Source: an optimization exercise on an open RTL-to-GDS flow (aim: small area). Production flows keep margins and buffers that such runs may drop.
Only simulation tests tie the RTL to the original design; equivalence was not proved.
Power and IR drop assume default switching activity.

==> 12-20 <==
==> flow/design.v <==
package mips_pkg;
  localparam int unsigned MIPS_DATA_W = 32;
  localparam int unsigned MIPS_ADDR_W = 5;
  typedef logic [MIPS_ADDR_W-1:0] reg_addr_t;
  typedef logic [MIPS_DATA_W-1:0] word_t;
  localparam reg_addr_t REG_ZERO = '0;
endpackage
module reg_file_rd_port #(
  parameter int unsigned DATA_W = mips_pkg::MIPS_DATA_W,
  parameter int unsigned ADDR_W = mips_pkg::MIPS_ADDR_W,
  localparam int unsigned DEPTH = 2 ** ADDR_W
) (
  input  logic                         clk_i,
  input  logic                         rst_i,
  input  logic                         rd_en_i,
  input  logic [ADDR_W-1:0]            rd_addr_i,
  input  logic [DEPTH-1:1][DATA_W-1:0] mem_d_i,
  input  logic [DEPTH-1:1]             valid_d_i,
  input  logic [DEPTH-1:1]             pending_d_i,
  output logic [DATA_W-1:0]            rd_data_o,
  output logic                         rd_busy_o
);
  logic [DATA_W-1:0] rd_data_q, rd_data_d;
  logic              rd_busy_q, rd_busy_d;
  logic [DEPTH-1:0]  sel_busy, sel_data;
  logic [DEPTH-1:0]  busy_in;
  assign sel_busy[0] = !rd_en_i;
  assign sel_data[0] = !rd_en_i;
  assign busy_in[0]  = rd_busy_q;
  for (genvar r = 1; r < int'(DEPTH); r++) begin : g_sel
    assign sel_busy[r] = rd_en_i && (rd_addr_i == ADDR_W'(r));
    assign sel_data[r] = sel_busy[r] && valid_d_i[r];
    assign busy_in[r]  = pending_d_i[r];
  end
  for (genvar b = 0; b < int'(DATA_W); b++) begin : g_bit
    logic [DEPTH-1:0] data_in;
    assign data_in[0] = rd_data_q[b];
    for (genvar r = 1; r < int'(DEPTH); r++) begin : g_in
      assign data_in[r] = mem_d_i[r][b];
    end
    reg_file_rd_sel #(.N(DEPTH)) u_rd_sel (
      .sel_i  (sel_data),
      .data_i (data_in),
      .d_o    (rd_data_d[b])
    );
  end
  reg_file_rd_sel #(.N(DEPTH)) u_busy_sel (
    .sel_i  (sel_busy),
    .data_i (busy_in),
    .d_o    (rd_busy_d)
  );
  always_ff @(posedge clk_i or posedge rst_i) begin
    if (rst_i) begin
      rd_data_q <= '0;
      rd_busy_q <= 1'b0;
    end else begin
      rd_data_q <= rd_data_d;
      rd_busy_q <= rd_busy_d;
    end
  end
  assign rd_data_o = rd_data_q;
  assign rd_busy_o = rd_busy_q;
endmodule
module reg_file_rd_sel #(
  parameter int unsigned N = 32,
  localparam int unsigned G = (N + 2) / 3
) (
  input  logic [N-1:0] sel_i,
  input  logic [N-1:0] data_i,
  output logic         d_o
);
  logic [G-1:0] grp_n;
  for (genvar g = 0; g < int'(G); g++) begin : g_grp
    localparam int unsigned W = (3 * g + 3 <= N) ? 3 : N - 3 * g;
    reg_file_aoi #(.W(W)) u_aoi (
      .sel_i  (sel_i[3*g +: W]),
      .data_i (data_i[3*g +: W]),
      .y_no   (grp_n[g])
    );
  end
  assign d_o = !(&grp_n);
endmodule
module reg_file_aoi #(
  parameter int unsigned W = 3
) (
  input  logic [W-1:0] sel_i,
  input  logic [W-1:0] data_i,
  output logic       y_no
);
  assign y_no = !(|(sel_i & data_i));
endmodule
module reg_file_mp #(
  parameter int unsigned DATA_W   = mips_pkg::MIPS_DATA_W,
  parameter int unsigned ADDR_W   = mips_pkg::MIPS_ADDR_W,
  parameter int unsigned NUM_RD   = 2,
  parameter int unsigned NUM_WR   = 2,
  parameter int unsigned ZERO_REG = 1
) (
  input  logic                     clk,
  input  logic                     rst,
  input  logic [NUM_RD-1:0]        rd_en,
  input  logic [NUM_RD*ADDR_W-1:0] rd_addr,
  output logic [NUM_RD*DATA_W-1:0] rd_data,
  output logic [NUM_RD-1:0]        rd_busy,
  input  logic [NUM_WR-1:0]        wr_en,
  input  logic [NUM_WR*ADDR_W-1:0] wr_addr,
  input  logic [NUM_WR*DATA_W-1:0] wr_data,
  input  logic                     rsv_en,
  input  logic [ADDR_W-1:0]        rsv_addr
);
  localparam int unsigned DEPTH = 2 ** ADDR_W;
  logic [DEPTH-1:1][DATA_W-1:0] mem_q;
  logic [DEPTH-1:1][DATA_W-1:0] mem_d;
  logic [DEPTH-1:1]             valid_q, valid_d;
  logic [DEPTH-1:1]             pending_q, pending_d;
  logic [DEPTH-1:1]             hit0, hit1, hold, rsv_hit;
  for (genvar r = 1; r < int'(DEPTH); r++) begin : g_reg
    assign hit1[r]    = wr_en[1] && (wr_addr[ADDR_W +: ADDR_W] == ADDR_W'(r));
    assign hit0[r]    = wr_en[0] && (wr_addr[0 +: ADDR_W] == ADDR_W'(r)) && !hit1[r];
    assign hold[r]    = !(hit0[r] || hit1[r]);
    assign rsv_hit[r] = rsv_en && (rsv_addr == ADDR_W'(r));
    for (genvar b = 0; b < int'(DATA_W); b++) begin : g_bit
      reg_file_wr_sel u_wr_sel (
        .sel1_i  (hit1[r]),
        .data1_i (wr_data[DATA_W + b]),
        .sel0_i  (hit0[r]),
        .data0_i (wr_data[b]),
        .hold_i  (hold[r]),
        .q_i     (mem_q[r][b]),
        .d_o     (mem_d[r][b])
      );
    end
    assign valid_d[r]   = valid_q[r] || !hold[r];
    assign pending_d[r] = rsv_hit[r] || (pending_q[r] && hold[r]);
  end
  always_ff @(posedge clk) begin
    mem_q <= mem_d;
  end
  always_ff @(posedge clk or posedge rst) begin
    if (rst) begin
      valid_q   <= '0;
      pending_q <= '0;
    end else begin
      valid_q   <= valid_d;
      pending_q <= pending_d;
    end
  end
  for (genvar p = 0; p < int'(NUM_RD); p++) begin : g_rd
    reg_file_rd_port #(
      .DATA_W (DATA_W),
      .ADDR_W (ADDR_W)
    ) u_rd_port (
      .clk_i      (clk),
      .rst_i      (rst),
      .rd_en_i    (rd_en[p]),
      .rd_addr_i  (rd_addr[p*ADDR_W +: ADDR_W]),
      .mem_d_i    (mem_d),
      .valid_d_i  (valid_d),
      .pending_d_i(pending_d),
      .rd_data_o  (rd_data[p*DATA_W +: DATA_W]),
      .rd_busy_o  (rd_busy[p])
    );
  end
endmodule
module reg_file_wr_sel (
  input  logic sel1_i,
  input  logic data1_i,
  input  logic sel0_i,
  input  logic data0_i,
  input  logic hold_i,
  input  logic q_i,
  output logic d_o
);
  assign d_o = (sel1_i & data1_i) | (sel0_i & data0_i) | (hold_i & q_i);
endmodule
==> flow/flow/run.sh <==
#!/bin/bash
# The standard layout with two changes: the clock tree is built from clkbuf_4 buffers
# over sink clusters of at most 10 sinks and 30 um, without dummy loads, and the port
# buffers are buf_1 cells. Each tool's output goes to the ORFS logs; make's to standard_make.log.
set -euo pipefail
CTS="-sink_clustering_enable -repair_clock_nets -dont_use_dummy_load"
CTS="$CTS -sink_clustering_size 10 -sink_clustering_max_diameter 30"
CTS="$CTS -buf_list sky130_fd_sc_hd__clkbuf_4"
bash standard.sh finish \
  "CTS_ARGS=$CTS" \
  "BUFFER_PORTS_ARGS=-buffer_cell sky130_fd_sc_hd__buf_1" \
  > standard_make.log 2>&1
==> flow/standard.sh <==
#!/bin/bash
# synth_recipe.tcl (not shown) runs the flow's synth.tcl, then flattens the netlist and writes it again
# the make line also repeats each setting of config.mk as NAME=value (left out here)
make -C /OpenROAD-flow-scripts/flow DESIGN_CONFIG=/design/flow/config.mk WORK_HOME=/design/flow/orfs CLKGATE_MAP_FILE= SYNTH_SCRIPT=/design/flow/synth_recipe.tcl "${@:-finish}"
==> flow/config.mk <==
export PLATFORM = sky130hd
export DESIGN_NAME = reg_file_mp
export DESIGN_NICKNAME = reg_file_mp
export VERILOG_FILES = /design/flow/design.v
export SDC_FILE = /design/flow/constraint.sdc
export NUM_CORES = 4
export LEC_CHECK = 0
export CAP_MARGIN = 20
export CORE_MARGIN = 2
export CORE_UTILIZATION = 40
export SLEW_MARGIN = 20
export SYNTH_HIERARCHICAL = 1
export SYNTH_MINIMUM_KEEP_SIZE = 0
==> flow/constraint.sdc <==
create_clock -name core_clock -period 5.0 [get_ports {clk}]
set_input_delay 1.0000 -clock core_clock [delete_from_list [all_inputs] [get_ports {clk}]]
set_output_delay 1.0000 -clock core_clock [all_outputs]
set_load 0.01 [all_outputs]
==> inputs of 12-15, as changes to 12-20 <==
==> flow/flow/run.sh (replaced) <==
#!/bin/bash
# The standard layout with two changes: the clock tree is built from clkbuf_8 buffers
# over sink clusters of at most 16 sinks and 45 um, without dummy loads, and the port
# buffers are buf_1 cells. Each tool's output goes to the ORFS logs; make's to standard_make.log.
set -euo pipefail
CTS="-sink_clustering_enable -repair_clock_nets -dont_use_dummy_load"
CTS="$CTS -sink_clustering_size 16 -sink_clustering_max_diameter 45"
CTS="$CTS -buf_list sky130_fd_sc_hd__clkbuf_8"
bash standard.sh finish \
  "CTS_ARGS=$CTS" \
  "BUFFER_PORTS_ARGS=-buffer_cell sky130_fd_sc_hd__buf_1" \
  > standard_make.log 2>&1
==> summary of the runs <==
Of 12-15 and 12-20, 12-15 has the higher register-to-register slack (gap 100 ps). In 12-20 the cell count is higher than in 12-15, by 1.5%. In die area, 12-15 and 12-20 do not differ. Against 12-20, the via count of 12-15 is lower by about 1.6%. In 12-15 the clock-buffer cell count is lower than in 12-20, by 96. Synthesized cell count is the same in 12-15 and 12-20. In combinational power, 12-15 and 12-20 hardly differ. Between 12-15 and 12-20, the lower core utilization is in 12-20 (gap 0.076 points). Sequential power is about the same in 12-15 and 12-20. Against 12-15, the clock skew of 12-20 is higher by 33 ps. In critical path depth, 12-20 and 12-15 do not differ.

-- static timing again, ports no longer ideal --
The results above use ideal ports. As a check the final layouts listed here were re-extracted and re-timed, cells and wires unchanged.
Step 1, drivers: a clkbuf_16 drives clk and a buf_2 each remaining input, both assumed.
Step 2 adds t to the input delays and takes it off the output delays; t is the mean of the earliest and latest rising clock arrival at the registers after step 1. Input paths then give back, and output paths get back, about the clock's delay inside the block.
Three values: ideal ports, drivers, drivers and shift; two values: the first two.
run	t, ns	setup slack, ns	worst setup path after step 2	slew at the worst register clock pin (ns)
12-20	1.264	1.038 / 1.087 / -0.178	input to register	0.10 / 0.10
12-15	0.915	0.633 / 0.683 / -0.233	input to register	0.09 / 0.09
Met with ideal ports but missed after step 2: setup timing in 12-20 and 12-15. The setup slack of 12-20, which loses most, moves by +0.049 ns with the drivers and by -1.216 ns with both steps.
